This is an optimization exercise on Yosys and OpenROAD, whose aim is small area, a short achievable clock period and few clock cycles, not a production implementation.
RTL that was checked went through simulation tests only; none was proved equivalent to the original.
The RTL of runs 1 and 2 was laid out without a check of its function.
Power is estimated from default activity; no workload was simulated.

==> config.mk <==
export PLATFORM = sky130hd
export DESIGN_NAME = wasm_code_stream_parser
export DESIGN_NICKNAME = wasm_code_stream_parser
export VERILOG_FILES = /design/flow/design.v
export SDC_FILE = /design/flow/constraint.sdc
export NUM_CORES = 4
export LEC_CHECK = 0
export ABC_CLOCK_PERIOD_IN_PS = 2500
export CAP_MARGIN = 20
export CORE_MARGIN = 2
export CORE_UTILIZATION = 40
export SETUP_SLACK_MARGIN = 5
export SLEW_MARGIN = 20
==> constraint.sdc <==
create_clock -name core_clock -period 8.5 [get_ports {aclk}]
set_input_delay 1.7000 -clock core_clock [delete_from_list [all_inputs] [get_ports {aclk}]]
set_output_delay 1.7000 -clock core_clock [all_outputs]
set_load 0.01 [all_outputs]
==> design.v <==
`timescale 1ns / 1ps
`default_nettype none
package wcsp_pkg;
    localparam int MAX_DEPTH_DEFAULT = 32;
    typedef struct packed {
        logic [7:0] in_byte;
        logic       restart;
    } in_beat_t;
    typedef struct packed {
        logic [7:0]  opcode_out;
        logic [3:0]  imm_kind;
        logic [63:0] immediate;
        logic [31:0] mem_offset;
        logic [5:0]  nest_depth;
        logic [2:0]  error_code;
        logic        expr_end;
    } out_beat_t;
    typedef enum logic [3:0] {
        MODE_OPCODE   = 4'd0,
        MODE_INDEX    = 4'd1,
        MODE_CI_IDX   = 4'd2,
        MODE_CI_RES   = 4'd3,
        MODE_MEM_RES  = 4'd4,
        MODE_ALIGN    = 4'd5,
        MODE_OFFSET   = 4'd6,
        MODE_I32      = 4'd7,
        MODE_I64      = 4'd8,
        MODE_F32      = 4'd9,
        MODE_F64      = 4'd10,
        MODE_BTYPE    = 4'd11,
        MODE_TCOUNT   = 4'd12,
        MODE_TLABEL   = 4'd13,
        MODE_TDEFAULT = 4'd14
    } mode_t;
    typedef enum logic [1:0] {
        LEB_MORE = 2'd0,
        LEB_DONE = 2'd1,
        LEB_BAD  = 2'd2
    } leb_status_t;
    localparam logic [3:0] KIND_NONE     = 4'd0;
    localparam logic [3:0] KIND_INDEX    = 4'd1;
    localparam logic [3:0] KIND_MEMARG   = 4'd2;
    localparam logic [3:0] KIND_I32      = 4'd3;
    localparam logic [3:0] KIND_I64      = 4'd4;
    localparam logic [3:0] KIND_F32      = 4'd5;
    localparam logic [3:0] KIND_F64      = 4'd6;
    localparam logic [3:0] KIND_BTYPE    = 4'd7;
    localparam logic [3:0] KIND_TLABEL   = 4'd8;
    localparam logic [3:0] KIND_TDEFAULT = 4'd9;
    localparam logic [2:0] ERR_OK        = 3'd0;
    localparam logic [2:0] ERR_OPCODE    = 3'd1;
    localparam logic [2:0] ERR_VALTYPE   = 3'd2;
    localparam logic [2:0] ERR_LEB       = 3'd3;
    localparam logic [2:0] ERR_RESERVED  = 3'd4;
    localparam logic [2:0] ERR_DEPTH     = 3'd5;
    localparam logic [1:0] LVL_IF   = 2'd2;
    localparam logic [1:0] LVL_ELSE = 2'd3;
    localparam logic [7:0] OP_ELSE = 8'h05;
    localparam logic [7:0] OP_END  = 8'h0B;
    localparam logic [7:0] BT_EMPTY = 8'h40;
    localparam logic [7:0] BT_F64   = 8'h7C;
    localparam logic [7:0] BT_I32   = 8'h7F;
    function automatic logic op_plain(input logic [7:0] b);
        op_plain = (b == 8'h00) || (b == 8'h01) || (b == 8'h0F) || (b == 8'h1A) ||
               (b == 8'h1B) || (b >= 8'h45 && b <= 8'hBF) || (b == wcsp_pkg::OP_END);
    endfunction
    function automatic mode_t op_mode(input logic [7:0] b);
        mode_t m;
        m = wcsp_pkg::MODE_OPCODE;
        if (b >= 8'h02 && b <= 8'h04) m = wcsp_pkg::MODE_BTYPE;
        else if (b == 8'h0C || b == 8'h0D || b == 8'h10 || (b >= 8'h20 && b <= 8'h24))
            m = wcsp_pkg::MODE_INDEX;
        else if (b == 8'h0E) m = wcsp_pkg::MODE_TCOUNT;
        else if (b == 8'h11) m = wcsp_pkg::MODE_CI_IDX;
        else if (b >= 8'h28 && b <= 8'h3E) m = wcsp_pkg::MODE_ALIGN;
        else if (b == 8'h3F || b == 8'h40) m = wcsp_pkg::MODE_MEM_RES;
        else if (b == 8'h41) m = wcsp_pkg::MODE_I32;
        else if (b == 8'h42) m = wcsp_pkg::MODE_I64;
        else if (b == 8'h43) m = wcsp_pkg::MODE_F32;
        else if (b == 8'h44) m = wcsp_pkg::MODE_F64;
        op_mode = m;
    endfunction
endpackage
`default_nettype wire
`timescale 1ns / 1ps
`default_nettype none
module wcsp_level_stack #(
    parameter int MAX_DEPTH = wcsp_pkg::MAX_DEPTH_DEFAULT
) (
    input  wire logic aclk,
    input  wire logic upd,
    input  wire logic en,
    input  wire logic up,
    input  wire logic down,
    input  wire logic push_if,
    output logic      top_if
);
    logic [MAX_DEPTH-1:0] lvl, lvl_d, below, above;
    logic                 s_up, s_dn, s_hold;
    assign below  = {lvl[MAX_DEPTH-2:0], push_if};
    assign above  = {1'b0, lvl[MAX_DEPTH-1:1]};
    assign s_up   = en & up;
    assign s_dn   = en & !up & down;
    assign s_hold = !en | (!up & !down);
    assign lvl_d  = ({MAX_DEPTH{s_up}} & below) | ({MAX_DEPTH{s_dn}} & above) |
                    ({MAX_DEPTH{s_hold}} & {lvl[MAX_DEPTH-1:1], lvl[0] & !en});
    always_ff @(posedge aclk) begin
        if (upd) begin
            lvl <= lvl_d;
        end
    end
    assign top_if = lvl[0];
endmodule
`default_nettype wire
`timescale 1ns / 1ps
`default_nettype none
module wasm_code_stream_parser #(
    parameter int MAX_DEPTH = wcsp_pkg::MAX_DEPTH_DEFAULT
) (
    input  wire logic                aclk,
    input  wire logic                aresetn,
    input  wire logic                s_valid,
    output logic                     s_ready,
    input  wire logic [8:0]          s_data,
    output logic                     m_valid,
    input  wire logic                m_ready,
    output logic      [117:0]        m_data
);
    localparam int DW = $clog2(MAX_DEPTH + 1);
    localparam int O_OPC    = 0;
    localparam int O_IDX    = 1;
    localparam int O_CIIDX  = 2;
    localparam int O_CIRES  = 3;
    localparam int O_MEMRES = 4;
    localparam int O_ALIGN  = 5;
    localparam int O_OFF    = 6;
    localparam int O_I32    = 7;
    localparam int O_I64    = 8;
    localparam int O_F32    = 9;
    localparam int O_F64    = 10;
    localparam int O_BT     = 11;
    localparam int O_TCNT   = 12;
    localparam int O_TLAB   = 13;
    localparam int O_TDEF   = 14;
    localparam int NM       = 15;
    logic       bv_reg, sv_reg;
    logic [8:0] bd_reg, sd_reg;
    logic       adv;
    logic       in_acc;
    assign s_ready = !sv_reg;
    assign in_acc  = s_valid && !sv_reg;
    always_ff @(posedge aclk) begin
        if (!aresetn) begin
            bv_reg <= 1'b0;
            sv_reg <= 1'b0;
        end else begin
            if (!bv_reg || adv) begin
                bv_reg <= sv_reg || in_acc;
                sv_reg <= 1'b0;
            end else if (in_acc) begin
                sv_reg <= 1'b1;
            end
        end
    end
    always_ff @(posedge aclk) begin
        if (!bv_reg || adv) begin
            bd_reg <= sv_reg ? sd_reg : s_data;
        end
        if (in_acc) begin
            sd_reg <= s_data;
        end
    end
    logic [NM-1:0]   mode_reg, cm, nm;
    logic [63:0]     acc_reg, acc_next;
    logic [31:0]     mo_reg, mo_next;
    logic [3:0]      cnt_reg, cnt_next;
    logic [7:0]      op_reg;
    logic [DW-1:0]   depth_reg, depth_next;
    logic            err_reg;
    logic            m_valid_reg;
    logic [3:0]      kind_reg, kind_next;
    logic [2:0]      ecode_reg, ecode_next;
    logic            fin_reg, fin_next;
    logic [7:0]      b;
    logic            rs;
    logic [DW-1:0]   cur_depth;
    logic            upd;
    logic            emit;
    assign b   = bd_reg[8:1];
    assign rs  = bd_reg[0];
    assign adv = bv_reg && (!m_valid_reg || m_ready);
    assign upd = adv && (rs || !err_reg);
    assign cm        = rs ? NM'(1) : mode_reg;
    assign cur_depth = rs ? '0 : depth_reg;
    logic c_opc, c_leb, c_l64, c_sgn, c_raw, c_res, c_f, f_last;
    assign c_opc  = cm[O_OPC];
    assign c_l64  = cm[O_I64];
    assign c_sgn  = cm[O_I32] | cm[O_I64];
    assign c_raw  = cm[O_F32] | cm[O_F64] | cm[O_BT];
    assign c_res  = cm[O_CIRES] | cm[O_MEMRES];
    assign c_f    = cm[O_F32] | cm[O_F64];
    assign c_leb  = cm[O_IDX] | cm[O_CIIDX] | cm[O_ALIGN] | cm[O_OFF] | cm[O_I32] |
                    cm[O_I64] | cm[O_TCNT] | cm[O_TLAB] | cm[O_TDEF];
    assign f_last = (cm[O_F32] & (cnt_reg[1:0] == 2'd3)) | (cm[O_F64] & (cnt_reg[2:0] == 3'd7));
    logic nb_bt, nb_idx, nb_tcnt, nb_ciidx, nb_align, nb_memres, nb_i32, nb_i64, nb_f32, nb_f64;
    logic nb_any, is_end, is_else;
    always_comb begin
        nb_bt     = (b >= 8'h02 && b <= 8'h04);
        nb_idx    = (b == 8'h0C || b == 8'h0D || b == 8'h10 || (b >= 8'h20 && b <= 8'h24));
        nb_tcnt   = (b == 8'h0E);
        nb_ciidx  = (b == 8'h11);
        nb_align  = (b >= 8'h28 && b <= 8'h3E);
        nb_memres = (b == 8'h3F || b == 8'h40);
        nb_i32    = (b == 8'h41);
        nb_i64    = (b == 8'h42);
        nb_f32    = (b == 8'h43);
        nb_f64    = (b == 8'h44);
        nb_any    = nb_bt | nb_idx | nb_tcnt | nb_ciidx | nb_align | nb_memres |
                    nb_i32 | nb_i64 | nb_f32 | nb_f64;
        is_end    = (b == wcsp_pkg::OP_END);
        is_else   = (b == wcsp_pkg::OP_ELSE);
    end
    logic op_bad;
    assign op_bad = !wcsp_pkg::op_plain(b) && !nb_any && !is_else;
    logic btype_ok;
    assign btype_ok = (b == wcsp_pkg::BT_EMPTY) || (b >= wcsp_pkg::BT_F64 && b <= wcsp_pkg::BT_I32);
    logic leb_last, pad_bad, leb_bad, fill;
    always_comb begin
        leb_last = c_l64 ? (cnt_reg == 4'd9) : (cnt_reg == 4'd4);
        if (c_l64)
            pad_bad = (b[6:0] != 7'h00) && (b[6:0] != 7'h7F);
        else if (c_sgn)
            pad_bad = (b[6:3] != 4'h0) && (b[6:3] != 4'hF);
        else
            pad_bad = (b[6:4] != 3'd0);
        leb_bad = c_leb && leb_last && (b[7] || pad_bad);
        fill    = c_sgn && b[6];
    end
    logic acc_clr;
    always_comb begin
        acc_clr = c_opc | leb_bad | (c_res & (b != 8'd0)) |
                  (cm[O_BT] & !(btype_ok & !cur_depth[DW-1]));
        for (int i = 0; i < 64; i++) begin
            acc_next[i] = acc_reg[i];
            if (acc_clr)                             acc_next[i] = 1'b0;
            else if (c_leb & !cm[O_OFF] & !cm[O_TCNT]) begin
                if (i >= 32 && !c_l64)               acc_next[i] = 1'b0;
                else if (cnt_reg == 4'(i / 7))       acc_next[i] = b[i % 7];
                else if (cnt_reg < 4'(i / 7))        acc_next[i] = fill;
            end else if (c_raw) begin
                if (cnt_reg == 4'(i / 8))            acc_next[i] = b[i % 8];
                else if (cnt_reg < 4'(i / 8))        acc_next[i] = 1'b0;
            end
        end
        if (cm[O_TLAB]) begin
            mo_next = (!b[7]) ? mo_reg - 32'd1 : mo_reg;
        end else begin
            for (int i = 0; i < 32; i++) begin
                mo_next[i] = mo_reg[i];
                if (cm[O_OFF] | cm[O_TCNT]) begin
                    if (cnt_reg == 4'(i / 7))        mo_next[i] = b[i % 7];
                    else if (cnt_reg < 4'(i / 7))    mo_next[i] = 1'b0;
                end
            end
        end
    end
    logic leb_nz;
    assign leb_nz = (b[6:0] != 7'd0) || ((cnt_reg != 4'd0) && (mo_reg != 32'd0));
    logic aux_one;
    assign aux_one = (mo_reg == 32'd1);
    logic push, pop, clr_top, top_if;
    logic dep_nz;
    assign dep_nz = (cur_depth != '0);
    always_comb begin
        logic b7, lend;
        b7   = b[7];
        lend = c_leb & !b7;
        nm[O_OPC]    = (c_opc & !nb_any) | cm[O_BT] | c_res | (c_f & f_last) |
                       (lend & (cm[O_IDX] | cm[O_OFF] | cm[O_I32] | cm[O_I64] | cm[O_TDEF]));
        nm[O_IDX]    = (c_opc & nb_idx)    | (cm[O_IDX] & b7);
        nm[O_CIIDX]  = (c_opc & nb_ciidx)  | (cm[O_CIIDX] & b7);
        nm[O_CIRES]  = cm[O_CIIDX] & !b7;
        nm[O_MEMRES] = c_opc & nb_memres;
        nm[O_ALIGN]  = (c_opc & nb_align)  | (cm[O_ALIGN] & b7);
        nm[O_OFF]    = (cm[O_ALIGN] & !b7) | (cm[O_OFF] & b7);
        nm[O_I32]    = (c_opc & nb_i32)    | (cm[O_I32] & b7);
        nm[O_I64]    = (c_opc & nb_i64)    | (cm[O_I64] & b7);
        nm[O_F32]    = (c_opc & nb_f32)    | (cm[O_F32] & !f_last);
        nm[O_F64]    = (c_opc & nb_f64)    | (cm[O_F64] & !f_last);
        nm[O_BT]     = c_opc & nb_bt;
        nm[O_TCNT]   = (c_opc & nb_tcnt)   | (cm[O_TCNT] & b7);
        nm[O_TLAB]   = (cm[O_TCNT] & !b7 & leb_nz) | (cm[O_TLAB] & b7) |
                       (cm[O_TLAB] & !b7 & !aux_one);
        nm[O_TDEF]   = (cm[O_TCNT] & !b7 & !leb_nz) | (cm[O_TLAB] & !b7 & aux_one) |
                       (cm[O_TDEF] & b7);
        cnt_next = (c_opc | lend) ? 4'd0 : cnt_reg + 4'd1;
        push    = cm[O_BT] & btype_ok & !cur_depth[DW-1];
        pop     = c_opc & is_end & dep_nz;
        clr_top = c_opc & is_else & dep_nz & top_if;
        if (push)      depth_next = cur_depth + 1'b1;
        else if (pop)  depth_next = cur_depth - 1'b1;
        else           depth_next = cur_depth;
        emit = (c_opc & !nb_any) | cm[O_BT] | c_res | (c_f & f_last) | leb_bad |
               (lend & (cm[O_IDX] | cm[O_OFF] | cm[O_TLAB] | cm[O_TDEF] | cm[O_I32] | cm[O_I64]));
        ecode_next = wcsp_pkg::ERR_OK;
        if ((c_opc & is_else & !(dep_nz & top_if)) | (c_opc & op_bad))
            ecode_next = wcsp_pkg::ERR_OPCODE;
        if (cm[O_BT] & !btype_ok)
            ecode_next = wcsp_pkg::ERR_VALTYPE;
        if (cm[O_BT] & btype_ok & cur_depth[DW-1])
            ecode_next = wcsp_pkg::ERR_DEPTH;
        if (c_res & (b != 8'd0))
            ecode_next = wcsp_pkg::ERR_RESERVED;
        if (leb_bad)
            ecode_next = wcsp_pkg::ERR_LEB;
        kind_next = wcsp_pkg::KIND_NONE;
        if (push)                          kind_next = wcsp_pkg::KIND_BTYPE;
        if (cm[O_CIRES] & (b == 8'd0))     kind_next = wcsp_pkg::KIND_INDEX;
        if (cm[O_F32])                     kind_next = wcsp_pkg::KIND_F32;
        if (cm[O_F64])                     kind_next = wcsp_pkg::KIND_F64;
        if (!leb_bad) begin
            if (cm[O_IDX])  kind_next = wcsp_pkg::KIND_INDEX;
            if (cm[O_OFF])  kind_next = wcsp_pkg::KIND_MEMARG;
            if (cm[O_TLAB]) kind_next = wcsp_pkg::KIND_TLABEL;
            if (cm[O_TDEF]) kind_next = wcsp_pkg::KIND_TDEFAULT;
            if (cm[O_I32])  kind_next = wcsp_pkg::KIND_I32;
            if (cm[O_I64])  kind_next = wcsp_pkg::KIND_I64;
        end
        fin_next = c_opc & is_end & !dep_nz;
    end
    wcsp_level_stack #(
        .MAX_DEPTH (MAX_DEPTH)
    ) u_stack (
        .aclk    (aclk),
        .upd     (upd),
        .en      (push | pop | clr_top),
        .up      (cm[O_BT]),
        .down    (is_end),
        .push_if (op_reg == 8'h04),
        .top_if  (top_if)
    );
    always_ff @(posedge aclk) begin
        if (!aresetn) begin
            mode_reg    <= NM'(1);
            depth_reg   <= '0;
            err_reg     <= 1'b0;
            m_valid_reg <= 1'b0;
        end else begin
            if (upd) begin
                mode_reg  <= nm;
                depth_reg <= depth_next;
                err_reg   <= (ecode_next != wcsp_pkg::ERR_OK);
            end
            if (upd && emit) begin
                m_valid_reg <= 1'b1;
            end else if (m_ready) begin
                m_valid_reg <= 1'b0;
            end
        end
    end
    always_ff @(posedge aclk) begin
        if (upd) begin
            acc_reg <= acc_next;
            mo_reg  <= mo_next;
            cnt_reg <= cnt_next;
            if (c_opc) op_reg <= b;
            kind_reg  <= kind_next;
            ecode_reg <= ecode_next;
            fin_reg   <= fin_next;
        end
    end
    logic k_mem_a, k_mem_b;
    logic [3:0] kmem_q;
    assign k_mem_a = cm[O_OFF] & !b[7] & !leb_bad;
    assign k_mem_b = cm[O_OFF] & !leb_bad;
    always_ff @(posedge aclk) begin
        if (upd) begin
            kmem_q[0] <= k_mem_a;
            kmem_q[1] <= !k_mem_a;
            kmem_q[2] <= k_mem_b;
            kmem_q[3] <= !k_mem_b;
        end
    end
    assign m_valid = m_valid_reg;
    assign m_data  = {op_reg, kind_reg, acc_reg, mo_reg[31:24] & {8{kmem_q[0]}}, mo_reg[23:16] & {8{!kmem_q[1]}},
                      mo_reg[15:8] & {8{kmem_q[2]}}, mo_reg[7:0] & {8{!kmem_q[3]}}, 6'(depth_reg), ecode_reg, fin_reg};
endmodule
`default_nettype wire
==> flow/run.sh <==
#!/bin/bash
set -euo pipefail
MARGIN=5.5
sed -e "s/SETUP_SLACK_MARGIN=[0-9.]*/SETUP_SLACK_MARGIN=$MARGIN/" standard.sh > standard_margin.sh
grep -q "SETUP_SLACK_MARGIN=$MARGIN" standard_margin.sh
bash standard_margin.sh > standard.log 2>&1
==> standard.sh <==
#!/bin/bash
# synth_recipe.tcl (not shown) runs the flow's synth.tcl, then flattens the netlist and writes it again
# the make line also repeats each setting of config.mk as NAME=value (left out here)
make -C /OpenROAD-flow-scripts/flow DESIGN_CONFIG=/design/flow/config.mk WORK_HOME=/design/flow/orfs CLKGATE_MAP_FILE= SYNTH_SCRIPT=/design/flow/synth_recipe.tcl "${@:-finish}"
==> results of run 1 <==
## final cells by class
cell class / instances / area (µm²) / area share, %
inverter: 15 / 71.3 / 0.527
clock buffer: 20 / 437 / 3.23
timing repair buffer: 198 / 1760 / 13.0
multi-input combinational: 845 / 5070 / 37.5
sequential: 195 / 5630 / 41.6
timing repair inverter: 1 / 5.00 / 0.0370
clock inverter: 12 / 125 / 0.925
tap: 341 / 427 / 3.16
## synth_stat cells (7+ instances only)
cell	n	area share (%)
inv_1	15	0.51
xor2_1	12	0.96
nor4b_1	7	0.56
clkbuf_1	69	2.4
nor2b_1	28	1.6
nor3_1	38	1.7
a22oi_1	35	2.4
edfxtp_1	170	47
xnor2_1	18	1.4
mux2_2	9	0.93
nand2_1	154	5.3
nor4_1	18	1.0
a31oi_1	11	0.63
and2_1	30	1.7
nand2b_1	12	0.69
a211oi_1	17	1.2
dfxtp_1	25	4.6
ha_1	12	1.4
nor2_1	99	3.4
a21oi_1	114	5.2
o21ai_0	61	2.8
and3_1	7	0.40
nand3_1	48	2.2
nand4_1	8	0.46
buf_2	13	0.59
buf_6	7	0.72
or3_1	9	0.51
a2bb2oi_1	10	0.80
## logic make-up (layout without fill, tap and decap cells)
family	after synthesis	after routing	share of synthesized area (%)
AND/OR/NAND/NOR	487	489	22.0
XOR/XNOR	30	30	2.40
multiplexers	9	9	0.926
AO/OA/AOI/OAI	304	305	17.5
adder cells (fa/ha/maj)	12	12	1.37
flip-flops	195	195	51.2
buffers and inverters	112	246	4.54
## worst max-delay path, stage by stage, from the launching register on
cell	delay (ns)
edfxtp_1	0.45
buf_6	0.15
buf_6	0.11
nor2b_2	0.10
buf_2	0.13
## power breakdown
| group | switching [µW] | total [µW] | internal [µW] |
|---|---|---|---|
| logic | 152 | 239 | 86.1 |
| clock network | 379 | 791 | 412 |
| registers | 21.1 | 1090 | 1070 |
| total | 553 | 2120 | 1570 |
## per-layer routing
layer	vias up	wire length [µm]	global-route usage, %
li1	4494	-	-
met1	4533	14300	31.2
met2	359	15200	36.3
met3	51	2090	3.40
met4	0	614	6.87
met5	-	0	0
## repair_timing
| item | CTS | global route |
|---|---|---|
| cloned | 7 | 0 |
| resized for setup | 247 | 33 |
| pin swaps | 6 | 8 |
| endpoints found under the setup margin | 328 | 165 |
| buffers inserted | 32 | 9 |
## worst min path at each step
stage | to | cells past startpoint | slack [ns] | start
5_1_grt | mode_reg[3] | 2 | 0.54 | mode_reg[3]
3_5_place_dp | mode_reg[3] | 2 | 0.48 | mode_reg[3]
4_1_cts | mode_reg[3] | 2 | 0.50 | mode_reg[3]
2_1_floorplan | op_reg[3] | 0 | 0.42 | bd_reg[4]
6_report | mode_reg[3] | 2 | 0.50 | mode_reg[3]
3_3_place_gp | mode_reg[0] | 2 | 0.48 | mode_reg[0]
## stage by stage
step / cell area, µm² / instances
after floorplan: 11000 / 1149
after global placement: 12400 / 1546
after detailed placement: 12500 / 1547
after CTS: 13400 / 1618
after global routing: 13500 / 1627
final: 13500 / 1627
==> impl_results.md, run 1 <==
- Layout area overhead: 23.5%
- Most frequent cells in the layout: edfxtp_1 (170), nand2_1 (152), a21oi_1 (99)
- Async SR Flop Fraction: 0%
- Total power: 2120 µW
- R2r worst-path depth: 8
- CTS clk-pin slew, worst paths: 0.07 ns
- # IOs: 133
- PnR worst setup slack: 5.43 ns
- Max H-tree Level: 4
- Layout cell share with drive strength beyond 1: 15.9%
- Skew-Pair Late Insertion Delay: 0.44 ns
- Critical path origin: kmem_q[3]
- Static leakage: 0.00476 µW
- Arr. time, crit path: 1.37 ns
- Synthesized flop and latch total: 195
- Cells after Synth: 1149
- Clock Skew: 0.0122 ns
- First-pass GRT wire length: 50.0 mm
- Clk sinks: 195
- Tcrit/Tclk final: 36.2%
- Slew headroom: 47.2%
- Crit Path Category: register to output port
- Initial DRT Pass Iterations: 6
- Top FF cell, synth: edfxtp_1
- GRT overflow: 0
- Core Region: 0.0269 mm²
- RSZ-0062 raised after global routing: yes
- WP data required: 6.80 ns
- Placer Congestion: 0.851
- Final Max Slew Viols: 0
- Final hold viol count: 0
- Vias/cell: 5.80
- NumNets Final: 1298
- ANT cells: 0
- CTS Root Cell: clkbuf_16
- Setup TNS: 0 ns
- Period minus WS final: 3.07 ns
- Initial DRC count: 893
- Synthesized Nets: 1174
- Die Y: 169 µm
- PortBufs: 132
- Count of different cell masters after synthesis: 70
- Layout fillers: 2501
- Max Cap Viol: 0
- Worst setup path end: m_data[13]
- Starting density of the core: 40.7%
- # setup viols final: 0
- Hpwl dp: 19.9 mm
- EDFF count, synth: 170
- Antenna Violating Nets Remaining: 0
- CP startpoint kind: register
- Worst-margin pin slew: 0.790 ns
- Yosys warnings: 2
- Via count: 9437
- Reg-to-Reg Start: bd_reg[1]
- CP Max Fanout: 4
- Worst R2R Setup Slack: 5.58 ns
- Final core utilization: 50.3%
- Power Density: 157 mW/mm²
- Max Fclk: 325 MHz
- R2R Path End: acc_reg[18]
- Drt drc: 0
- CP endpoint kind: output port
- Die Footprint: 0.0287 mm²
- Vias in the first global route: 8861
- CTS tree: built
- Largest net degree at the start of global routing: 57
- Status: finished clean
- Initial antenna violation count: 0
- Min-delay worst type: register to register
- Syn avg cell area: 9.53 µm²
- DIE WIDTH: 169 µm
- WL/cell: 19.8 µm
- Synthesized area: 0.0109 mm²
- Hold WS: 0.499 ns
- Sequential-to-total area share from yosys stat: 51.2%
- Number of flip-flops in the largest register: 64
- Clock Tree Buf Depth: 2
- Num CTS Buffers: 17
- Commonest non-fill, non-tap cell in the layout: edfxtp_1
- Final WL: 32.2 mm
- Row Count: 60
- Hold Buf Count CTS: 0
- Worst VDD drop: 0.110 mV
- Total track usage: 22.4%
- Pre-CTS WS: 4.17 ns
==> run 2, diff against run 1 <==
==> run.sh (new file) <==
#!/bin/bash
# synth_recipe.tcl (not shown) runs the flow's synth.tcl, then flattens the netlist and writes it again
# the make line also repeats each setting of config.mk as NAME=value (left out here)
make -C /OpenROAD-flow-scripts/flow DESIGN_CONFIG=/design/flow/config.mk WORK_HOME=/design/flow/orfs CLKGATE_MAP_FILE= SYNTH_SCRIPT=/design/flow/synth_recipe.tcl finish
removed: flow/run.sh
removed: standard.sh
==> impl_results.md, run 2 <==
- Status: finished clean
- Layout cell share with drive strength beyond 1: 7.36% (-8.6 points)
- Hold Buf Count CTS: 0 (unchanged)
- GRT overflow: 0 (unchanged)
- Clock Tree Buf Depth: 2 (unchanged)
- Largest net degree at the start of global routing: 70 (+23%)
- Sequential share of power: 51.3% (-0.2 points)
- Final Max Slew Viols: 0 (unchanged)
- Clk sinks: 195 (unchanged)
- Initial DRT Pass Iterations: 5 (-1)
- CTS clk-pin slew, worst paths: 0.07 ns (about the same)
- Grt met3 use: 3.59% (+0.19 points)
- PortBufs: 132 (unchanged)
- Hpwl dp: 19.7 mm (-0.84%)
- Drt drc: 0 (unchanged)
- CP Max Fanout: 38 (+34)
- Row Count: 60 (unchanged)
- Top FF cell, synth: edfxtp_1
- Pint: 1590 µW (+1.5%)
- Synthesized area: 0.0109 mm² (unchanged)
- DIE WIDTH: 169 µm (unchanged)
- # IOs: 133 (unchanged)
- Core Region: 0.0269 mm² (unchanged)
- Worst path cell trace: clkdlybuf4s50_1 > nor2b_1 > nand3b_1 > buf_6 > inv_2 > nand3_1 > a21oi_2
- # setup viols final: 0 (unchanged)
- Layout area overhead: 19.7%
- Most common cell in the synthesized netlist: edfxtp_1
- CTS Root Cell: clkbuf_16
- Area leader, netlist: edfxtp_1
- Setup TNS: 0 ns (unchanged)
- Commonest non-fill, non-tap cell in the layout: edfxtp_1
- Share of the synthesized area in the top cell type: 46.6% (unchanged)
- Sw power: 544 µW (-1.5%)
- Max Fclk: 292 MHz (-10%)
- Max Cap Viol: 0 (unchanged)
- Initial DRC count: 999 (+12%)
- Synthesized Nets: 1174 (unchanged)
- Global-route track usage on met1: 30.3% (-0.90 points)
- NumNets Final: 1249 (-3.8%)
- Ranking of synthesized cells by area: edfxtp_1 (47%), nand2_1 (5.3%), a21oi_1 (5.2%), dfxtp_1 (4.6%), nor2_1 (3.4%)
- WP buf/inv: 3 (unchanged)
- Worst VDD drop: 0.0944 mV (-14%)
- Worst-margin pin slew: 1.03 ns (+0.239 ns)
- Most frequent cells in the layout: edfxtp_1 (170), nand2_1 (153), clkdlybuf4s50_1 (132)
- Global Route met2 Usage: 33.5% (-2.9 points)
- CTS tree: built
- WL/cell: 19.4 µm (-2.2%)
- Num CTS Buffers: 17 (unchanged)
- ANT cells: 0 (unchanged)
- Final hold viol count: 0 (unchanged)
- Synthesized flop and latch total: 195 (unchanged)
- Tcrit/Tclk final: 40.3% (+4.2 points)
- CP max stage delay: 0.47 ns (+0.02 ns)
- Comb power frac: 10.3% (-0.9 points)
- Number of flip-flops in the largest register: 64 (unchanged)
- Power Density: 163 mW/mm² (+4.0%)
- Sequential-to-total area share from yosys stat: 51.2% (unchanged)
- CP max stage cell: a21oi_2
- Delay-heaviest family, CP: buffers and inverters
- Synth cell count leaders: edfxtp_1 (170), nand2_1 (154), a21oi_1 (114)
- EDFF count, synth: 170 (unchanged)
- Period minus WS final: 3.43 ns (+0.356 ns)
- Count of different cell masters after synthesis: 70 (unchanged)
- GR peak layer: met2
- Total power: 2140 µW (+0.71%)
- Async SR Flop Fraction: 0% (unchanged)
- Sw Share: 25.5% (-0.57 points)
- Max H-tree Level: 4 (unchanged)
- CP startpoint kind: primary input
- WP data required: 8.59 ns (+1.79 ns)
- Crit Path Category: primary input to register
- Placer Congestion: 0.866 (+1.8%)
- First-pass GRT wire length: 47.5 mm (-4.9%)
- Yosys warnings: 2 (unchanged)
- Clock share of power: 38.4% (+1.2 points)
- CP endpoint kind: register
- Die Footprint: 0.0287 mm² (unchanged)
- Clock Skew: 0.0136 ns (+0.00142 ns)
- Total track usage: 21.0% (-1.4 points)
- Via count: 9088 (-3.7%)
- Vias in the first global route: 8567 (-3.3%)
- Vias/cell: 5.76 (-0.71%)
- Arr. time, crit path: 3.52 ns (+2.15 ns)
- Cells after Synth: 1149 (unchanged)
- RSZ-0062 raised after global routing: yes
- Syn avg cell area: 9.53 µm² (unchanged)
- Skew-Pair Late Insertion Delay: 0.44 ns (about the same)
- Min-delay worst type: register to register
- Antenna Violating Nets Remaining: 0 (unchanged)
- Initial antenna violation count: 0 (unchanged)
- Static leakage: 0.00422 µW (-11%)
- Starting density of the core: 40.7% (unchanged)
- Final WL: 30.6 mm (-5.1%)
- Die Y: 169 µm (unchanged)
- Slew headroom: 31.1% (-16 points)
==> run 2: per-stage QoR <==
step / util, % / cells / hold slack (ns) / setup WS [ns] / instance area, µm²
2_1_floorplan: - / 1149 / 0.424 / 5.20 / 10900
3_3_place_gp: 46.1 / 1542 / 0.465 / 4.23 / 12400
3_5_place_dp: 46.1 / 1542 / 0.469 / 4.13 / 12400
4_1_cts: 48.3 / 1574 / 0.485 / 4.90 / 13000
5_1_grt: 48.7 / 1578 / 0.495 / 4.94 / 13100
6_report: 48.7 / 1578 / 0.480 / 5.07 / 13100
==> run 2: cell families (layout without fill, tap and decap cells) <==
kind of cell | count (synthesis) | in the layout | share of synthesized area (%)
adders and majority gates | 12 | 12 | 1.37
buffers and inverters | 112 | 198 | 4.54
muxes | 9 | 9 | 0.926
AOI/OAI and AO/OA | 304 | 305 | 17.5
DFF | 195 | 195 | 51.2
xor gates and xnor gates | 30 | 30 | 2.40
and+or+nand+nor | 487 | 488 | 22.0
==> run 2: worst paths after layout <==
kind	start	to	slack, ns	depth (start not counted)
min reg2reg	mode_reg[0]	mode_reg[0]	0.48	2
max reg2reg	bd_reg[0]	u_stack.lvl[16]	5.28	9
max	m_ready	mo_reg[12]	5.07	7
min	mode_reg[0]	mode_reg[0]	0.48	2
==> run 2: cell type report <==
cell class,instances,area [µm²]
clock buffer,19,433
clock inverter,13,148
fill,2545,13800
inverter,15,56.3
multi-input combinational,844,4920
sequential,195,5610
tap,341,427
timing repair buffer,151,1510
==> run 2: layer usage <==
| layer | routed length [µm] | vias to the layer above |
|---|---|---|
| li1 | - | 4391 |
| met1 | 14000 | 4337 |
| met2 | 14200 | 330 |
| met3 | 2000 | 30 |
| met4 | 366 | 0 |
| met5 | 0 | - |
==> run 2: timing repair <==
action | in CTS | in global routing
setup buffers | 0 | 2
resized for setup | 5 | 11
pin swaps | 0 | 3
setup endpoints to repair | 68 | 94
endpoints found under the hold margin | 0 | 0
cloned | 0 | 2
==> run 2: worst reg2reg max path: stages, from the launching register on <==
cell      delay (ns)
edfxtp_1        0.36
buf_4           0.24
inv_1           0.45
nand2_1         0.21
ha_1            0.26
o21ai_1         0.27
nand2_1         0.52
nor2_4          0.52
a22oi_1         0.16
nand2_1         0.10
==> run 2: power groups by stage <==
stage	Combinational, µW	Sequential [µW]	Clock [µW]
after floorplan	124	1120	0
after global placement	213	1120	0
after detailed placement	216	1120	0
after CTS	217	1100	827
after global routing	240	1100	871
final	220	1100	821
==> run 3, diff against run 2 <==
--- a/design.v
+++ b/design.v
@@ -172,7 +172,6 @@
     end
     logic [NM-1:0]   mode_reg, cm, nm;
     logic [63:0]     acc_reg, acc_next;
-    logic [31:0]     mo_reg, mo_next;
     logic [3:0]      cnt_reg, cnt_next;
     logic [7:0]      op_reg;
     logic [DW-1:0]   depth_reg, depth_next;
@@ -236,38 +235,44 @@
         leb_bad = c_leb && leb_last && (b[7] || pad_bad);
         fill    = c_sgn && b[6];
     end
-    logic acc_clr;
+    logic acc_clr, w64, w32, whi, hi_dec;
     always_comb begin
         acc_clr = c_opc | leb_bad | (c_res & (b != 8'd0)) |
                   (cm[O_BT] & !(btype_ok & !cur_depth[DW-1]));
+        w64     = cm[O_I64];
+        w32     = c_leb & !cm[O_I64] & !cm[O_OFF] & !cm[O_TCNT];
+        whi     = cm[O_OFF] | cm[O_TCNT];
+        hi_dec  = cm[O_TLAB] & !b[7];
         for (int i = 0; i < 64; i++) begin
             acc_next[i] = acc_reg[i];
-            if (acc_clr)                             acc_next[i] = 1'b0;
-            else if (c_leb & !cm[O_OFF] & !cm[O_TCNT]) begin
-                if (i >= 32 && !c_l64)               acc_next[i] = 1'b0;
-                else if (cnt_reg == 4'(i / 7))       acc_next[i] = b[i % 7];
-                else if (cnt_reg < 4'(i / 7))        acc_next[i] = fill;
-            end else if (c_raw) begin
-                if (cnt_reg == 4'(i / 8))            acc_next[i] = b[i % 8];
-                else if (cnt_reg < 4'(i / 8))        acc_next[i] = 1'b0;
-            end
-        end
-        if (cm[O_TLAB]) begin
-            mo_next = (!b[7]) ? mo_reg - 32'd1 : mo_reg;
-        end else begin
-            for (int i = 0; i < 32; i++) begin
-                mo_next[i] = mo_reg[i];
-                if (cm[O_OFF] | cm[O_TCNT]) begin
-                    if (cnt_reg == 4'(i / 7))        mo_next[i] = b[i % 7];
-                    else if (cnt_reg < 4'(i / 7))    mo_next[i] = 1'b0;
+            if (i < 32) begin
+                if (acc_clr)                             acc_next[i] = 1'b0;
+                else if (w32 | w64) begin
+                    if (cnt_reg == 4'(i / 7))            acc_next[i] = b[i % 7];
+                    else if (cnt_reg < 4'(i / 7))        acc_next[i] = fill;
+                end else if (c_raw) begin
+                    if (cnt_reg == 4'(i / 8))            acc_next[i] = b[i % 8];
+                    else if (cnt_reg < 4'(i / 8))        acc_next[i] = 1'b0;
+                end
+            end else begin
+                if (w64) begin
+                    if (cnt_reg == 4'(i / 7))            acc_next[i] = b[i % 7];
+                    else if (cnt_reg < 4'(i / 7))        acc_next[i] = fill;
+                end else if (c_raw) begin
+                    if (cnt_reg == 4'(i / 8))            acc_next[i] = b[i % 8];
+                    else if (cnt_reg < 4'(i / 8))        acc_next[i] = 1'b0;
+                end else if (whi) begin
+                    if (cnt_reg == 4'((i - 32) / 7))     acc_next[i] = b[(i - 32) % 7];
+                    else if (cnt_reg < 4'((i - 32) / 7)) acc_next[i] = 1'b0;
                 end
             end
         end
+        if (hi_dec) acc_next[63:32] = acc_reg[63:32] - 32'd1;
     end
     logic leb_nz;
-    assign leb_nz = (b[6:0] != 7'd0) || ((cnt_reg != 4'd0) && (mo_reg != 32'd0));
+    assign leb_nz = (b[6:0] != 7'd0) || ((cnt_reg != 4'd0) && (acc_reg[63:32] != 32'd0));
     logic aux_one;
-    assign aux_one = (mo_reg == 32'd1);
+    assign aux_one = (acc_reg[63:32] == 32'd1);
     logic push, pop, clr_top, top_if;
     logic dep_nz;
     assign dep_nz = (cur_depth != '0);
@@ -361,7 +366,6 @@
     always_ff @(posedge aclk) begin
         if (upd) begin
             acc_reg <= acc_next;
-            mo_reg  <= mo_next;
             cnt_reg <= cnt_next;
             if (c_opc) op_reg <= b;
             kind_reg  <= kind_next;
@@ -369,20 +373,23 @@
             fin_reg   <= fin_next;
         end
     end
-    logic k_mem_a, k_mem_b;
-    logic [3:0] kmem_q;
-    assign k_mem_a = cm[O_OFF] & !b[7] & !leb_bad;
-    assign k_mem_b = cm[O_OFF] & !leb_bad;
+    logic k_mem, k_64;
+    logic [1:0] kmem_q, k64_q;
+    assign k_mem = cm[O_OFF] & !leb_bad;
+    assign k_64  = cm[O_F64] | (cm[O_I64] & !leb_bad);
     always_ff @(posedge aclk) begin
         if (upd) begin
-            kmem_q[0] <= k_mem_a;
-            kmem_q[1] <= !k_mem_a;
-            kmem_q[2] <= k_mem_b;
-            kmem_q[3] <= !k_mem_b;
+            kmem_q[0] <= k_mem;
+            kmem_q[1] <= !k_mem;
+            k64_q[0]  <= k_64;
+            k64_q[1]  <= !k_64;
         end
     end
     assign m_valid = m_valid_reg;
-    assign m_data  = {op_reg, kind_reg, acc_reg, mo_reg[31:24] & {8{kmem_q[0]}}, mo_reg[23:16] & {8{!kmem_q[1]}},
-                      mo_reg[15:8] & {8{kmem_q[2]}}, mo_reg[7:0] & {8{!kmem_q[3]}}, 6'(depth_reg), ecode_reg, fin_reg};
+    assign m_data  = {op_reg, kind_reg,
+                      acc_reg[63:48] & {16{k64_q[0]}}, acc_reg[47:32] & {16{!k64_q[1]}},
+                      acc_reg[31:0],
+                      acc_reg[63:48] & {16{kmem_q[0]}}, acc_reg[47:32] & {16{!kmem_q[1]}},
+                      6'(depth_reg), ecode_reg, fin_reg};
 endmodule
 `default_nettype wire
==> flow/run.sh (new file) <==
#!/bin/bash
set -euo pipefail
MARGIN=5.2
sed -e "s/SETUP_SLACK_MARGIN=[0-9.]*/SETUP_SLACK_MARGIN=$MARGIN/" standard.sh > standard_margin.sh
grep -q "SETUP_SLACK_MARGIN=$MARGIN" standard_margin.sh
bash standard_margin.sh > standard.log 2>&1
==> standard.sh (new file) <==
#!/bin/bash
# synth_recipe.tcl (not shown) runs the flow's synth.tcl, then flattens the netlist and writes it again
# the make line also repeats each setting of config.mk as NAME=value (left out here)
make -C /OpenROAD-flow-scripts/flow DESIGN_CONFIG=/design/flow/config.mk WORK_HOME=/design/flow/orfs CLKGATE_MAP_FILE= SYNTH_SCRIPT=/design/flow/synth_recipe.tcl "${@:-finish}"
removed: run.sh
==> impl_results.md, run 3 <==
- Hold Buf Count CTS: 0 (unchanged)
- Clock Skew: 0.0113 ns (-0.00227 ns)
- Number of flip-flops in the largest register: 64 (unchanged)
- Total track usage: 22.2% (+1.1 points)
- Pre-CTS WS: 4.32 ns (+0.193 ns)
- Sequential-to-total area share from yosys stat: 44.9% (-6.4 points)
- Largest net degree at the start of global routing: 47 (-33%)
- Share of the synthesized area in the top cell type: 40.0% (-6.6 points)
- Worst VDD drop: 0.139 mV (+47%)
- CP Max Fanout: 11 (-71%)
- # setup viols final: 0 (unchanged)
- Post-route insts no fill: 1550 (-1.8%)
- Initial antenna violation count: 0 (unchanged)
- CTS clk-pin slew, worst paths: 0.07 ns (about the same)
- NumNets Final: 1231 (-1.4%)
- Vias in the first global route: 8457 (-1.3%)
- DP Area: 0.0116 mm² (-6.1%)
- Most frequent cells in the layout: nand2_1 (143), edfxtp_1 (138), a21oi_1 (84)
- Crit Path Category: register to output port
- Max H-tree Level: 4 (unchanged)
- Total power: 1870 µW (-12%)
- CP startpoint kind: register
- CP max stage delay: 0.62 ns (+0.15 ns)
- Skew-Pair Late Insertion Delay: 0.44 ns (about the same)
- Row Count: 58 (-3.3%)
- Via count: 9212 (+1.4%)
- Clock Tree Buf Depth: 2 (unchanged)
- Min-delay worst type: register to register
- GRT overflow: 0 (unchanged)
- Starting density of the core: 40.9% (+0.16 points)
- Final WL: 30.5 mm (about the same)
- Design Area, Final: 0.0124 mm² (-5.4%)
- PortBufs: 132 (unchanged)
- Async SR Flop Fraction: 0% (unchanged)
- Arr. time, crit path: 1.55 ns (-1.97 ns)
- Max Fclk: 308 MHz (+5.6%)
- Commonest non-fill, non-tap cell in the layout: nand2_1
- Yosys warnings: 2 (unchanged)
- Final hold viol count: 0 (unchanged)
- Count of different cell masters after synthesis: 78 (+11%)
- Period minus WS final: 3.25 ns (-0.182 ns)
- CTS tree: built
- WP buf/inv: 1 (-2)
- Delay-heaviest family, CP: buffers and inverters
- Tcrit/Tclk final: 38.2% (-2.1 points)
- Synth cell count leaders: nand2_1 (146), edfxtp_1 (138), a21oi_1 (87)
- # IOs: 133 (unchanged)
- Syn avg cell area: 9.03 µm² (-5.1%)
- CP max stage cell: clkdlybuf4s50_1
- Die Y: 165 µm (-2.7%)
- CP endpoint kind: output port
- Layout cell share with drive strength beyond 1: 9.34% (+2.0 points)
- Die Footprint: 0.0272 mm² (-5.3%)
- Initial DRT Pass Iterations: 5 (unchanged)
- Top FF cell, synth: edfxtp_1
- Worst-margin pin slew: 0.994 ns (-0.0353 ns)
- RSZ-0062 raised after global routing: no
- Layout fillers: 2441 (-4.1%)
- Hpwl dp: 20.7 mm (+5.1%)
- Ranking of synthesized cells by area: edfxtp_1 (40%), nand2_1 (5.3%), dfxtp_1 (4.8%), a21oi_1 (4.2%), a22oi_1 (3.0%)
- Num CTS Buffers: 17 (unchanged)
- WP data required: 6.80 ns (-1.79 ns)
- WL/cell: 19.7 µm (+1.7%)
- Static leakage: 0.00438 µW (+3.7%)
- Area leader, netlist: edfxtp_1
- Slew headroom: 33.2% (+2.1 points)
- First-pass GRT wire length: 47.0 mm (-1.1%)
- Antenna Violating Nets Remaining: 0 (unchanged)
- Power Density: 151 mW/mm² (-7.4%)
- Cells after Synth: 1146 (-0.26%)
- Synthesized area: 0.0104 mm² (-5.4%)
- Final Max Slew Viols: 0 (unchanged)
- Synthesized flop and latch total: 163 (-16%)
- Status: finished clean
- Initial DRC count: 1171 (+17%)
- PnR worst setup slack: 5.25 ns (+0.182 ns)
- Setup TNS: 0 ns (unchanged)
- EDFF count, synth: 138 (-19%)
- Layout area overhead: 19.7% (about the same)
- Post-Place Cells: 1502 (-2.6%)
- Core Region: 0.0253 mm² (-5.8%)
- Max Cap Viol: 0 (unchanged)
- Clk sinks: 163 (-16%)
- Drt drc: 0 (unchanged)
- DIE WIDTH: 165 µm (-2.7%)
- Synthesized Nets: 1170 (-0.34%)
- CTS Root Cell: clkbuf_16
- Worst path cell trace: clkdlybuf4s50_1
- ANT cells: 0 (unchanged)
- Placer Congestion: 0.969 (+12%)
- Vias/cell: 5.94 (+3.2%)
- Most common cell in the synthesized netlist: nand2_1
==> run 3: worst paths after layout <==
kind,from,endpoint,slack [ns],depth (start not counted)
setup / recovery,depth_reg[5],m_data[9],5.25,1
hold / removal,mode_reg[3],mode_reg[3],0.52,2
setup reg to reg,bd_reg[7],u_stack.lvl[15],5.30,7
hold reg to reg,mode_reg[3],mode_reg[3],0.52,2
==> run 3: metal layers <==
metal,wire length (µm),vias up,global-route usage (%)
li1,-,4330,-
met1,13500,4343,30.7
met2,13800,470,34.5
met3,2480,69,4.24
met4,807,0,8.38
met5,0,-,0
==> run 3: tightest hold or removal path: stages (launching register included) <==
cell,delay [ns]
dfxtp_1,0.35
nand2_1,0.06
a21boi_0,0.06
==> run 3: report_power, final <==
group          total, µW  switching (µW)  internal [µW]
clock network        782             348            435
logic                175             107           67.8
registers            918            23.4            894
==> run 3: cells by family after synthesis <==
logic type               count (synthesis)  synth area share [%]
AO/OA/AOI/OAI                          316                  20.1
XOR/XNOR                                28                  2.37
adder cells (fa/ha/maj)                 11                  1.33
buffers and inverters                  137                  6.20
flip-flops                             163                  44.9
multiplexers                            12                  1.28
AND/OR/NAND/NOR                        479                  23.9
==> run 3: through the flow <==
stage | hold slack (ns) | util [%]
after global placement | 0.510 | 45.9
after CTS | 0.525 | 48.5
after global routing | 0.538 | 48.9
after detailed placement | 0.515 | 45.9
after floorplan | 0.424 | -
final | 0.519 | 48.9
==> run 3: cell type report <==
class                      instances  area (µm²)  area share, %
clock buffer                      17         425           3.43
clock inverter                    15         154           1.24
inverter                          15        72.6          0.586
tap                              330         413           3.33
multi-input combinational        846        5160           41.6
sequential                       163        4650           37.5
timing repair buffer             164        1520           12.2
==> run 3: what timing repair did <==
item / in CTS / in global routing
buffers inserted: 10 / 6
resized for setup: 82 / 15
setup endpoints to repair: 222 / 119
pin swaps: 1 / 1
Testbench counts of run 3, summed over its fixed seeds: cycles 33,140.
==> run 4, diff against run 3 <==
==> flow/run.sh (replaced) <==
#!/bin/bash
set -euo pipefail
MARGIN=5.5
sed -e "s/SETUP_SLACK_MARGIN=[0-9.]*/SETUP_SLACK_MARGIN=$MARGIN/" standard.sh > standard_margin.sh
grep -q "SETUP_SLACK_MARGIN=$MARGIN" standard_margin.sh
bash standard_margin.sh > standard.log 2>&1
==> impl_results.md, run 4 <==
- Status: finished clean
- Worst path cell trace: clkbuf_16 > and2_1 > clkbuf_2
- WP data required: 6.80 ns (about the same)
- Count of different cell masters after synthesis: 78 (unchanged)
- RSZ-0062 raised after global routing: yes
- R2r worst-path depth: 7 (unchanged)
- Worst VDD drop: 0.139 mV (-0.20%)
- Top FF cell, synth: edfxtp_1
- Max Cap Viol: 0 (unchanged)
- Area leader, netlist: edfxtp_1
- GRT overflow: 0 (unchanged)
- Setup TNS: 0 ns (unchanged)
- CTS tree: built
- CP Max Fanout: 8 (-3)
- Clock Skew: 0.00981 ns (-0.00152 ns)
- CP max stage delay: 0.50 ns (-0.12 ns)
- Final WL: 31.8 mm (+4.2%)
- Clock Tree Buf Depth: 2 (unchanged)
- Power Density: 145 mW/mm² (-4.4%)
- Post-Place Cells: 1502 (unchanged)
- Syn avg cell area: 9.03 µm² (unchanged)
- Max Fclk: 320 MHz (+4.0%)
- Final hold viol count: 0 (unchanged)
- Clk sinks: 163 (unchanged)
- Commonest non-fill, non-tap cell in the layout: nand2_1
- Vias in the first global route: 8639 (+2.2%)
- WL/cell: 20.2 µm (+2.7%)
- Largest net degree at the start of global routing: 47 (unchanged)
- Placer Congestion: 0.924 (-4.6%)
- Layout fillers: 2367 (-3.0%)
- R2R Path End: acc_reg[63]
- Synth cell count leaders: nand2_1 (146), edfxtp_1 (138), a21oi_1 (87)
- Critical path depth: 3 (+2)
- Worst setup path end: m_data[32]
- PortBufs: 132 (unchanged)
- Reg-to-Reg Start: acc_reg[37]
- Antenna Violating Nets Remaining: 0 (unchanged)
- Synthesized Nets: 1170 (unchanged)
- Final core utilization: 50.4% (+1.5 points)
- Initial DRT Pass Iterations: 6 (+1)
- Die Footprint: 0.0272 mm² (unchanged)
- Hpwl dp: 20.9 mm (+0.93%)
- Design Area, Final: 0.0128 mm² (+3.0%)
- Starting density of the core: 40.9% (unchanged)
- Number of flip-flops in the largest register: 64 (unchanged)
- Arr. time, crit path: 1.42 ns (-0.13 ns)
- WP buf/inv: 2 (+1)
- Initial antenna violation count: 0 (unchanged)
- EDFF count, synth: 138 (unchanged)
- Synthesized flop and latch total: 163 (unchanged)
- Most common cell in the synthesized netlist: nand2_1
- # setup viols final: 0 (unchanged)
- Layout cell share with drive strength beyond 1: 19.7% (+10 points)
- CP max stage cell: edfxtp_1
- Crit Path Category: register to output port
- DP Area: 0.0116 mm² (+0.12%)
- ANT cells: 0 (unchanged)
- Critical path origin: kmem_q[0]
- Row Count: 58 (unchanged)
- Cells after Synth: 1146 (unchanged)
- Max H-tree Level: 4 (unchanged)
- Vias/cell: 5.99 (+0.79%)
- First-pass GRT wire length: 49.5 mm (+5.3%)
- Min-delay worst type: register to register
- Synthesized area: 0.0104 mm² (unchanged)
- Slew headroom: 32.6% (-0.58 points)
- Tcrit/Tclk final: 36.7% (-1.5 points)
- Total track usage: 23.4% (+1.2 points)
- NumNets Final: 1254 (+1.9%)
- Period minus WS final: 3.12 ns (-0.126 ns)
- Ranking of synthesized cells by area: edfxtp_1 (40%), nand2_1 (5.3%), dfxtp_1 (4.8%), a21oi_1 (4.2%), a22oi_1 (3.0%)
- Final Max Slew Viols: 0 (unchanged)
- Post-route insts no fill: 1573 (+1.5%)
- Delay-heaviest family, CP: flip-flops
- Yosys warnings: 2 (unchanged)
- CP endpoint kind: output port
- Initial DRC count: 1160 (-0.94%)
- Core Region: 0.0253 mm² (unchanged)
- Async SR Flop Fraction: 0% (unchanged)
- Skew-Pair Late Insertion Delay: 0.44 ns (about the same)
- Drt drc: 0 (unchanged)
- Static leakage: 0.00464 µW (+6.1%)
- Most frequent cells in the layout: nand2_1 (143), edfxtp_1 (138), a21oi_1 (81)
- DIE WIDTH: 165 µm (unchanged)
- # IOs: 133 (unchanged)
- CTS clk-pin slew, worst paths: 0.07 ns (about the same)
- Num CTS Buffers: 17 (unchanged)
- Worst-margin pin slew: 0.996 ns (+0.00238 ns)
- Worst R2R Setup Slack: 5.64 ns (+0.34 ns)
- CTS Root Cell: clkbuf_16
- Layout area overhead: 23.3%
- Share of the synthesized area in the top cell type: 40.0% (unchanged)
- Via count: 9423 (+2.3%)
- CP startpoint kind: register
- Die Y: 165 µm (unchanged)
- Sequential-to-total area share from yosys stat: 44.9% (unchanged)
==> run 4: cell types whose count changed in the layout (fill, tap and decap cells not counted), sizes merged, moves of 4 or more <==
cell           previous run  this run
buf                      33       104
clkdlybuf4s50            67        11
clkbuf                   17        31
dlygate4sd2              64        51
dlymetal6s2s              0         5
inv                      17        21
==> run 4: area by class of cell <==
cell class                      count  area [µm²]  area share (%)
Inverter                           15        73.8           0.578
Sequential cell                   163        4660            36.5
Timing Repair inverter              1        8.76          0.0686
Multi-Input combinational cell    846        5360            42.0
Tap cell                          330         413            3.23
Clock buffer                       18         429            3.36
Timing Repair Buffer              186        1700            13.3
Clock inverter                     14         123           0.961
==> run 4: timing repair <==
item	in CTS	in global routing
endpoints found under the setup margin	306	166
hold buffers	0	0
hold endpoints to repair	0	0
pin swaps	1	2
cloned	6	2
buffers inserted	17	14
resized for setup	273	159
==> run 4: layer usage <==
metal | track usage, % | part of all wire [%] | vias up
met5 | 0 | 0 | -
met4 | 8.06 | 2.5 | 0
met3 | 3.39 | 7.7 | 61
met2 | 36.9 | 46 | 479
met1 | 32.9 | 44 | 4496
li1 | - | - | 4387
==> run 4: cells by family after synthesis <==
kind of cell / after synthesis / share of synthesized area [%]
buffers and inverters: 137 / 6.20
AO/OA/AOI/OAI: 316 / 20.1
XOR/XNOR: 28 / 2.37
multiplexers: 12 / 1.28
AND/OR/NAND/NOR: 479 / 23.9
adder cells (fa/ha/maj): 11 / 1.33
flip-flops: 163 / 44.9
==> run 4: report_power, final <==
part           total (µW)  switching (µW)  internal, µW  leakage, µW
combinational         198             118          80.2      0.00286
clock                 733             350           383     0.000263
sequential            916            22.3           894      0.00152
==> run 4: worst min-delay path by stage <==
stage,start,end,slack [ns],depth (start not counted)
floorplan,bd_reg[3],op_reg[2],0.42,0
finish,mode_reg[3],mode_reg[3],0.50,2
CTS,mode_reg[3],mode_reg[3],0.50,2
detailed placement,mode_reg[3],mode_reg[3],0.49,2
global placement,mode_reg[3],mode_reg[3],0.48,2
global route,mode_reg[3],mode_reg[3],0.53,2
==> run 4: worst reg2reg max path, delay by kind of cell (launching register included) <==
kind / cells / cell delay (ns)
and+or+nand+nor: 4 / 1.71
DFF: 1 / 0.43
xor gates and xnor gates: 1 / 0.18
buffers and inverters: 1 / 0.18
AOI/OAI and AO/OA: 1 / 0.10
==> run 4: stage by stage <==
step                setup slack [ns]  hold slack (ns)  total power [µW]
global route                    5.35            0.526              1900
CTS                             5.32            0.499              1840
detailed placement              4.25            0.488              1100
floorplan                       5.50            0.424              1040
finish                          5.38            0.496              1850
global placement                4.28            0.478              1100
==> run 5, diff against run 4 <==
==> flow/run.sh (replaced) <==
#!/bin/bash
set -euo pipefail
MARGIN=5.8
sed -e "s/SETUP_SLACK_MARGIN=[0-9.]*/SETUP_SLACK_MARGIN=$MARGIN/" \
    -e 's/ "\${@:-finish}"/ "BUFFER_PORTS_ARGS=-buffer_cell sky130_fd_sc_hd__buf_2" "${@:-finish}"/' \
    standard.sh > standard_mod.sh
grep -q "SETUP_SLACK_MARGIN=$MARGIN" standard_mod.sh
grep -q "BUFFER_PORTS_ARGS=" standard_mod.sh
bash standard_mod.sh > standard.log 2>&1
==> impl_results.md, run 5 <==
- # IOs: 133 (unchanged)
- Synth Area in Adders: 1.33% (unchanged)
- CTS clk-pin slew, worst paths: 0.07 ns (about the same)
- Cells after Synth: 1146 (unchanged)
- Clock Skew: 0.00782 ns (-0.00199 ns)
- Placer Congestion: 0.989 (+7.0%)
- Initial DRT Pass Iterations: 5 (-1)
- Arr. time, crit path: 1.34 ns (-0.08 ns)
- Skew-Pair Late Insertion Delay: 0.44 ns (about the same)
- Status: finished clean
- HP Start: mode_reg[3]
- Initial antenna violation count: 0 (unchanged)
- Layout fillers: 2317 (-2.1%)
- Largest net degree at the start of global routing: 47 (unchanged)
- CTS tree: built
- Post-route insts no fill: 1581 (+0.51%)
- ANT cells: 0 (unchanged)
- Initial DRC count: 936 (-19%)
- Final hold viol count: 0 (unchanged)
- Starting density of the core: 40.9% (unchanged)
- WP buf/inv: 2 (unchanged)
- Worst VDD drop: 0.127 mV (-8.2%)
- Setup TNS: 0 ns (unchanged)
- CP Max Fanout: 16 (+8)
- First-pass GRT wire length: 48.7 mm (-1.6%)
- Power Density: 151 mW/mm² (+4.1%)
- Async SR Flop Fraction: 0% (unchanged)
- Row Count: 58 (unchanged)
- PortBufs: 132 (unchanged)
- Static leakage: 0.00452 µW (-2.7%)
- Tcrit/Tclk final: 35.8% (-0.92 points)
- Synth cell count leaders: nand2_1 (146), edfxtp_1 (138), a21oi_1 (87)
- EDFF count, synth: 138 (unchanged)
- Min-delay worst type: register to register
- Final Max Slew Viols: 0 (unchanged)
- Worst Hold End: mode_reg[3]
- Synthesized area: 0.0104 mm² (unchanged)
- Layout area overhead: 20.6%
- R2R Path End: acc_reg[63]
- Simple-Gate Fraction of Synth Area: 23.9% (unchanged)
- CP endpoint kind: output port
- Commonest non-fill, non-tap cell in the layout: nand2_1
- Ranking of synthesized cells by area: edfxtp_1 (40%), nand2_1 (5.3%), dfxtp_1 (4.8%), a21oi_1 (4.2%), a22oi_1 (3.0%)
- Layout cell share with drive strength beyond 1: 25.7% (+6.0 points)
- Yosys warnings: 2 (unchanged)
- Number of flip-flops in the largest register: 64 (unchanged)
- Crit Path Category: register to output port
- GRT overflow: 0 (unchanged)
- Post-Place Cells: 1500 (-0.13%)
- Reg-to-Reg Start: acc_reg[50]
- Synthesized flop and latch total: 163 (unchanged)
- # setup viols final: 0 (unchanged)
- Die Y: 165 µm (unchanged)
- Area leader, netlist: edfxtp_1
- Period minus WS final: 3.04 ns (-0.0780 ns)
- Die Footprint: 0.0272 mm² (unchanged)
- Total track usage: 23.1% (-0.25 points)
- Final WL: 31.8 mm (about the same)
- Clock Tree Buf Depth: 2 (unchanged)
- Sequential-to-total area share from yosys stat: 44.9% (unchanged)
- Antenna Violating Nets Remaining: 0 (unchanged)
- CP max stage cell: edfxtp_1
- Most common cell in the synthesized netlist: nand2_1
- Core Region: 0.0253 mm² (unchanged)
- Synth Area in XOR/XNOR: 2.37% (unchanged)
- DIE WIDTH: 165 µm (unchanged)
- Synth Area in Compound Gates: 20.1% (unchanged)
- Clk sinks: 163 (unchanged)
- Max Fclk: 329 MHz (+2.6%)
- Syn avg cell area: 9.03 µm² (unchanged)
- Via count: 9442 (+0.20%)
- Vias in the first global route: 8638 (-0.012%)
- Max Cap Viol: 0 (unchanged)
- NumNets Final: 1262 (+0.64%)
- Share of the synthesized area in the top cell type: 40.0% (unchanged)
- Slew headroom: 35.2% (+2.6 points)
- CP max stage delay: 0.42 ns (-0.08 ns)
- Hpwl dp: 20.3 mm (-3.1%)
- Num CTS Buffers: 17 (unchanged)
- WP data required: 6.80 ns (about the same)
- Most frequent cells in the layout: nand2_1 (143), edfxtp_1 (138), buf_2 (130)
- Worst path cell trace: buf_12 > and2_2 > buf_2
- Delay-heaviest family, CP: flip-flops
- Count of different cell masters after synthesis: 78 (unchanged)
- Hold Buf Count CTS: 0 (unchanged)
- Drt drc: 0 (unchanged)
- Top FF cell, synth: edfxtp_1
- CP startpoint kind: register
- Post-synthesis mux area share: 1.28% (unchanged)
- Largest family of logic cells by synthesized area: simple AND/OR/NAND/NOR gates
- R2r worst-path depth: 6 (-1)
- Vias/cell: 5.97 (-0.31%)
- CTS Root Cell: clkbuf_16
- Hold depth: 2 (unchanged)
- WL/cell: 20.1 µm (-0.57%)
- RSZ-0062 raised after global routing: yes
- Worst R2R Setup Slack: 5.84 ns (+0.20 ns)
- Worst-margin pin slew: 0.970 ns (-0.0262 ns)
- Synthesized Nets: 1170 (unchanged)
- Max H-tree Level: 4 (unchanged)
-- run 5: cell counts after synthesis --
No cell type changed its count.
-- run 5: what timing repair did --
item	in CTS	in global routing
endpoints found under the setup margin	321	175
pin swaps	5	7
resized for setup	51	47
cloned	2	3
buffers inserted	30	14
-- run 5: through the flow --
stage,area (µm²),total power (µW),hold WS [ns],utilization (%),setup slack (ns)
after floorplan,10500,1040,0.424,-,5.67
after global placement,11100,1090,0.490,43.8,4.63
after detailed placement,11100,1090,0.498,43.8,4.62
after CTS,12200,1880,0.507,48.0,5.45
after global routing,12500,1940,0.529,49.3,5.42
final,12500,1880,0.507,49.3,5.46
-- run 5: worst min-delay path: stages, from the launching register on --
cell      delay (ns)
dfxtp_1         0.33
nand2_1         0.06
a21boi_0        0.07
-- run 5: how the worst max path moves through the flow --
| stage | end | slack (ns) | startpoint | cells after the start |
|---|---|---|---|---|
| after detailed placement | acc_reg[41] | 4.62 | m_ready | 7 |
| final | m_data[92] | 5.46 | k64_q[0] | 3 |
| after global routing | m_data[92] | 5.42 | k64_q[0] | 3 |
| after floorplan | acc_reg[32] | 5.67 | m_ready | 6 |
| after global placement | mode_reg[9] | 4.63 | m_ready | 8 |
| after CTS | m_data[92] | 5.45 | k64_q[0] | 3 |
-- run 5: final cells by class --
type	instances	area [µm²]	area share, %
multi-input cells	848	5480	43.9
well taps	330	413	3.31
inverters	15	63.8	0.511
flip-flops and latches	163	4670	37.4
clock buffers	18	429	3.44
clock inverters	14	164	1.31
repair buffers	193	1270	10.2
-- run 5: report_power, final --
| group | internal [µW] | switching, µW |
|---|---|---|
| registers | 892 | 18.1 |
| clock network | 420 | 366 |
| logic | 64.8 | 122 |
| total | 1380 | 506 |
-- run 5: routing by layer --
metal	up-vias	wire [µm]	GRT usage [%]
met5	-	0	0
met4	0	726	7.91
met3	57	2710	4.22
met2	533	13800	34.8
met1	4449	14600	33.5
li1	4403	-	-
-- run 5: logic make-up (layout without fill, tap and decap cells) --
group,after synthesis,after routing
buffers and inverters,137,240
muxes,12,12
and+or+nand+nor,479,480
DFF,163,163
adders and majority gates,11,11
AOI/OAI and AO/OA,316,317
xor gates and xnor gates,28,28
==> run 6, diff against run 5 <==
--- a/flow/run.sh
+++ b/flow/run.sh
@@ -1,6 +1,6 @@
 #!/bin/bash
 set -euo pipefail
-MARGIN=5.8
+MARGIN=5.5
 sed -e "s/SETUP_SLACK_MARGIN=[0-9.]*/SETUP_SLACK_MARGIN=$MARGIN/" \
     -e 's/ "\${@:-finish}"/ "BUFFER_PORTS_ARGS=-buffer_cell sky130_fd_sc_hd__buf_2" "${@:-finish}"/' \
     standard.sh > standard_mod.sh
--- a/config.mk
+++ b/config.mk
@@ -5,6 +5,7 @@
 export SDC_FILE = /design/flow/constraint.sdc
 export NUM_CORES = 4
 export LEC_CHECK = 0
+export ABC_AREA = 1
 export ABC_CLOCK_PERIOD_IN_PS = 2500
 export CAP_MARGIN = 20
 export CORE_MARGIN = 2
==> impl_results.md, run 6 <==
- CTS clk-pin slew, worst paths: 0.06 ns (about the same)
- DIE WIDTH: 168 µm (+2.1%)
- PortBufs: 132 (unchanged)
- Initial DRT Pass Iterations: 5 (unchanged)
- Commonest non-fill, non-tap cell in the layout: nand2_1
- GR peak layer: met2
- Sequential-to-total area share from yosys stat: 43.0% (-1.9 points)
- Final WL: 33.9 mm (+6.6%)
- Cells after Synth: 1471 (+28%)
- Share of the synthesized area in the top cell type: 38.3% (-1.7 points)
- Hold WS: 0.480 ns (-0.0278 ns)
- Period minus WS final: 2.97 ns (-0.0697 ns)
- GRT overflow: 0 (unchanged)
- Skew-Pair Late Insertion Delay: 0.45 ns (about the same)
- Global Route met2 Usage: 38.7% (+3.9 points)
- CTS Root Cell: clkbuf_16
- Via count: 10.4k (+10%)
- Syn avg cell area: 7.35 µm² (-19%)
- Power Density: 161 mW/mm² (+6.7%)
- Total power: 2010 µW (+6.8%)
- Synthesized Nets: 1495 (+28%)
- Count of different cell masters after synthesis: 52 (-33%)
- Starting density of the core: 40.4% (-0.43 points)
- Area leader, netlist: edfxtp_1
- Initial antenna violation count: 0 (unchanged)
- Status: finished clean
- Worst-margin pin slew: 0.684 ns (-0.286 ns)
- Global-route track usage on met1: 30.0% (-3.4 points)
- Vias in the first global route: 9670 (+12%)
- Max H-tree Level: 4 (unchanged)
- Grt met3 use: 3.76% (-0.46 points)
- Largest net degree at the start of global routing: 73 (+55%)
- CP Max Fanout: 16 (unchanged)
- Hold Buf Count CTS: 0 (unchanged)
- # IOs: 133 (unchanged)
- RSZ-0062 raised after global routing: yes
- Yosys warnings: 2 (unchanged)
- Synth cell count leaders: nand2_1 (374), nor2_1 (219), inv_1 (147)
- Final hold viol count: 0 (unchanged)
- Min-delay worst type: register to register
- Synthesized area: 0.0108 mm² (+4.4%)
- Layout cell share with drive strength beyond 1: 17.5% (-8.2 points)
- Vias/cell: 5.42 (-9.2%)
- Layout area overhead: 15.6%
- Hpwl dp: 24.0 mm (+19%)
- Clock Skew: 0.0136 ns (+0.00579 ns)
- Antenna Violating Nets Remaining: 0 (unchanged)
- Die Y: 168 µm (+2.1%)
- Total track usage: 23.3% (+0.20 points)
==> run 6: cell types whose count changed after synthesis, sizes merged, moves of 19 or more <==
cell,change
a211oi,-19
buf,+29
nor2,+147
o21ai,+51
nor2b,-49
inv,+146
nand2,+240
clkbuf,-54
nor3,-21
a22oi,-35
and2,-46
nand3,+97
==> run 6: through the flow <==
step / setup slack (ns) / cell area, µm² / std cells / utilization [%]
floorplan: 5.50 / 10900 / 1471 / -
global placement: 4.54 / 11400 / 1854 / 42.6
detailed placement: 4.54 / 11400 / 1854 / 42.6
CTS: 5.51 / 12300 / 1896 / 45.9
global route: 5.44 / 12500 / 1918 / 46.8
finish: 5.53 / 12500 / 1918 / 46.8
==> run 6: report_power, final <==
| group | switching [µW] | internal (µW) |
|---|---|---|
| Sequential | 26.1 | 903 |
| Combinational | 155 | 65.9 |
| Clock | 358 | 503 |
==> run 6: cell families after synthesis <==
kind of cell / synth area share, %
buffers and inverters: 11.3
adders and majority gates: 1.27
AOI/OAI and AO/OA: 12.0
xor gates and xnor gates: 1.54
DFF: 43.0
and+or+nand+nor: 31.0
==> run 6: final cells by class <==
class,count,area [µm²]
flip-flops and latches,163,4650
well taps,341,427
fillers,2686,14200
clock buffers,18,429
multi-input cells,1050,5070
clock inverters,14,214
repair buffers,170,1080
inverters,162,638
==> run 6: critical path: stages, from the launching register on <==
cell	delay [ns]
edfxtp_1	0.42
buf_12	0.17
nor2_1	0.11
buf_2	0.14
==> run 6: worst paths after layout <==
path              cells after the start   startpoint  slack (ns)           to
hold / removal                        2  mode_reg[0]        0.48  mode_reg[0]
setup / recovery                      3    kmem_q[1]        5.53   m_data[25]
hold reg to reg                       2  mode_reg[0]        0.48  mode_reg[0]
setup reg to reg                     11    bd_reg[0]        5.54  acc_reg[40]
==> run 6: what timing repair did <==
action                                  CTS  global route
endpoints found under the setup margin  182           130
pin swaps                                 0             2
buffers inserted                         10            20
hold endpoints to repair                  0             0
cloned                                    0             2
gates resized for setup                  21            14
==> run 6: layer usage <==
metal,wire length [µm],vias up
li1,-,5038
met1,14500,4873
met2,16000,397
met3,2010,93
met4,1360,0
met5,0,-

static timing again, ports no longer ideal:
No port has a modelled driver above. Below, the same layouts with a new extraction and two added sets of constraints.
Step 1 assumes that a clkbuf_16 drives the clock port and a buf_2 every other input.
Step 2 times the ports against the registers' clock, not the clock port: input delays grow and output delays shrink by t, the midpoint of the rising clock arrivals with the driver on.
Three values: no drivers, after step 1, after step 2; two values: the first two.
run | t (ns) | setup WS [ns]
run 1 | 0.479 | 5.426 / 5.378 / 5.112
run 2 | 0.480 | 5.070 / 5.067 / 4.604
run 3 | 0.482 | 5.252 / 5.206 / 4.883
run 4 | 0.483 | 5.378 / 5.332 / 5.089
run 5 | 0.486 | 5.456 / 5.407 / 5.408
run 6 | 0.491 | 5.526 / 5.478 / 5.122
After both steps every run listed still meets setup and hold.
